What follows belongs to an exercise in optimizing a design on an open flow for small area and a short achievable clock period; a production flow would make more cautious choices.
Function was checked by simulation only, so behaviour that the tests miss may differ from the original.
Power is estimated from default activity; no workload was simulated.

==> flow/design.v <==
module fpu_8097_stack_ctl #(
    parameter int DEPTH = 8,
    parameter int WIDTH = 80,
    localparam int TOPW = $clog2(DEPTH)
) (
    input  logic             clk,
    input  logic             rst,
    input  logic             op_valid,
    output logic             op_ready,
    input  logic [2:0]       op_code,
    input  logic [TOPW-1:0]  op_idx,
    input  logic [WIDTH-1:0] op_wdata,
    output logic             rsp_valid,
    input  logic             rsp_ready,
    output logic [WIDTH-1:0] rsp_data,
    output logic [7:0]       rsp_fault,
    input  logic             sw_clr,
    output logic [15:0]      sw,
    output logic [TOPW-1:0]  top,
    output logic [DEPTH-1:0] tag
);
    logic [DEPTH-1:0][WIDTH-1:0] mem;      
    logic [DEPTH-1:0][TOPW-1:0]  rel;      
    logic                        f_unf, f_ovf, f_ill;
    logic                        ie, c1;
    logic             acc, is_push, is_pop, is_read, is_wr, is_xch, is_free;
    logic             t0, t7, t_i, ovf, unf, ok_push, ok_pop, ok_xch, rd_ok;
    logic [TOPW-1:0]  ridx;
    logic [DEPTH-1:0] rtag, wen, hit_i, hit_0, hit_7, rsel, pdec, tag_n;
    logic [WIDTH-1:0] rd;
    assign op_ready = !rsp_valid || rsp_ready;
    assign acc      = op_valid && op_ready;
    assign is_push = op_code == 3'd1;
    assign is_pop  = op_code == 3'd2;
    assign is_read = op_code == 3'd3;
    assign is_wr   = op_code == 3'd4;
    assign is_xch  = op_code == 3'd5;
    assign is_free = op_code == 3'd6;
    always_comb
        for (int i = 0; i < DEPTH; i++)
            rtag[i] = tag[TOPW'(top + TOPW'(i))];
    assign t0  = rtag[0];
    assign t7  = rtag[DEPTH-1];
    assign t_i = rtag[op_idx];
    assign ok_push = is_push && !t7;
    assign ok_pop  = is_pop && t0;
    assign ok_xch  = is_xch && t0 && t_i;
    assign ovf     = is_push && t7;
    assign unf     = (is_pop && !t0) || (is_read && !t_i) || (is_xch && !(t0 && t_i));
    assign rd_ok   = ok_pop || ok_xch || (is_read && t_i);
    always_comb
        for (int s = 0; s < DEPTH; s++) begin
            hit_i[s] = rel[s] == op_idx;
            hit_0[s] = rel[s] == '0;
            hit_7[s] = rel[s] == TOPW'(DEPTH - 1);
        end
    assign wen = {DEPTH{acc}} & (({DEPTH{ok_push}} & hit_7) | ({DEPTH{is_wr}} & hit_i));
    always_ff @(posedge clk)
        for (int s = 0; s < DEPTH; s++)
            if (wen[s]) mem[s] <= op_wdata;
    assign rsel = is_read ? hit_i : hit_0;
    always_comb begin
        rd = '0;
        for (int s = 0; s < DEPTH; s++)
            rd = rd | (mem[s] & {WIDTH{rsel[s]}});
    end
    always_comb
        for (int k = 0; k < DEPTH; k++)
            pdec[k] = TOPW'(TOPW'(k) - top) == op_idx;
    always_comb begin
        tag_n = tag;
        if (ok_push) tag_n[TOPW'(top - 1'b1)] = 1'b1;
        if (ok_pop)  tag_n[top] = 1'b0;
        if (is_wr)   tag_n = tag_n | pdec;
        if (is_free) tag_n = tag_n & ~pdec;
    end
    assign rsp_fault = {3'b000, f_unf | f_ovf | f_ill, 2'b00, f_ill, f_ovf};
    assign sw        = {2'b00, top, 1'b0, c1, 1'b0, ie, ie, 5'b00000, ie};
    always_ff @(posedge clk or posedge rst) begin
        if (rst) begin
            top       <= '0;
            tag       <= '0;
            for (int s = 0; s < DEPTH; s++) rel[s] <= TOPW'(s);
            rsp_data  <= '0;
            f_unf     <= 1'b0;
            f_ovf     <= 1'b0;
            f_ill     <= 1'b0;
            ie        <= 1'b0;
            c1        <= 1'b0;
            rsp_valid <= 1'b0;
        end else begin
            if (acc) begin
                if (ok_push) top <= top - 1'b1;
                else if (ok_pop) top <= top + 1'b1;
                tag <= tag_n;
                for (int s = 0; s < DEPTH; s++) begin
                    if (ok_push) rel[s] <= rel[s] + 1'b1;
                    else if (ok_pop) rel[s] <= rel[s] - 1'b1;
                    else if (ok_xch && hit_0[s]) rel[s] <= op_idx;
                    else if (ok_xch && hit_i[s]) rel[s] <= '0;
                end
                rsp_data <= rd_ok ? rd : '0;
                f_unf    <= unf;
                f_ovf    <= ovf;
                f_ill    <= op_code == 3'd7;
            end
            rsp_valid <= acc || (rsp_valid && !rsp_ready);
            ie <= (acc && (ovf || unf)) || (ie && !sw_clr);
            c1 <= (acc && (ovf || unf)) ? ovf : (c1 && !sw_clr);
        end
    end
endmodule
clock: 5.0 ns
lec_check: 0
cap_margin: 20
core_margin: 2
core_utilization: 40
setup_slack_margin: 2.0
slew_margin: 20
standard.sh (not shown) runs the stock make flow with config.mk's settings and CLKGATE_MAP_FILE= SYNTH_SCRIPT=/design/flow/synth_recipe.tcl, a recipe that flattens the netlist after the stock synthesis.
==> flow/flow/run.sh <==
#!/bin/bash
# Standard ORFS layout; ports buffered with plain buffers instead of delay cells,
# and the resizer allowed to change a cell's footprint when it resizes.
set -euo pipefail
bash standard.sh BUFFER_PORTS_ARGS="-buffer_cell sky130_fd_sc_hd__buf_2" MATCH_CELL_FOOTPRINT=0 finish > standard_flow.log 2>&1
Change:
==> flow/run.sh (new file) <==
#!/bin/bash
# synth_recipe.tcl (not shown) runs the flow's synth.tcl, then flattens the netlist and writes it again
# the make line also repeats each setting of config.mk as NAME=value (left out here)
make -C /OpenROAD-flow-scripts/flow DESIGN_CONFIG=/design/flow/config.mk WORK_HOME=/design/flow/orfs CLKGATE_MAP_FILE= SYNTH_SCRIPT=/design/flow/synth_recipe.tcl finish
removed: flow/flow/run.sh
removed: flow/standard.sh
The changed run passed the timing, DRC and antenna checks.
Combinational power came out higher by 14%.
Wire length increases by 1.2%.
Total power goes up by 5.5%.
Utilization is higher by 2.2 points.
Maximum frequency decreases by 1.4%.
Design area rose by 4.5%.
Clock power rose by about 2%.
Worst setup slack is worse by 0.044 ns.
Final cell count rose by 1.5%.
Worst hold slack gains 0.14 ns.
Global-route usage fell by 0.27 points.

separate check: timing with driven ports:
The results above use ideal ports. As a check the final layouts listed here were re-extracted and re-timed, cells and wires unchanged. Step 1 assumes that a clkbuf_16 drives the clock port and a buf_2 every other input. Step 2 adds t to the input delays and takes it off the output delays; t is the mean of the earliest and latest rising clock arrival at the registers after step 1. Input paths then give back, and output paths get back, about the clock's delay inside the block. Three values: ideal ports, drivers, drivers and shift; two values: the first two.
run	t (ns)	slack for setup (ns)	latest minus earliest clock arrival (ns)	worst register clock-pin slew, ns	pins driven straight from the clock port
the first run	0.679	2.008 / 2.008 / 1.430	0.025 / 0.026	0.06 / 0.06	1
the second run	0.678	1.964 / 1.940 / 1.357	0.024 / 0.024	0.06 / 0.06	1
After both steps every run listed still meets setup and hold. For the second run, which loses most, drivers alone change the setup slack by -0.024 ns; drivers and shift together by -0.607 ns.
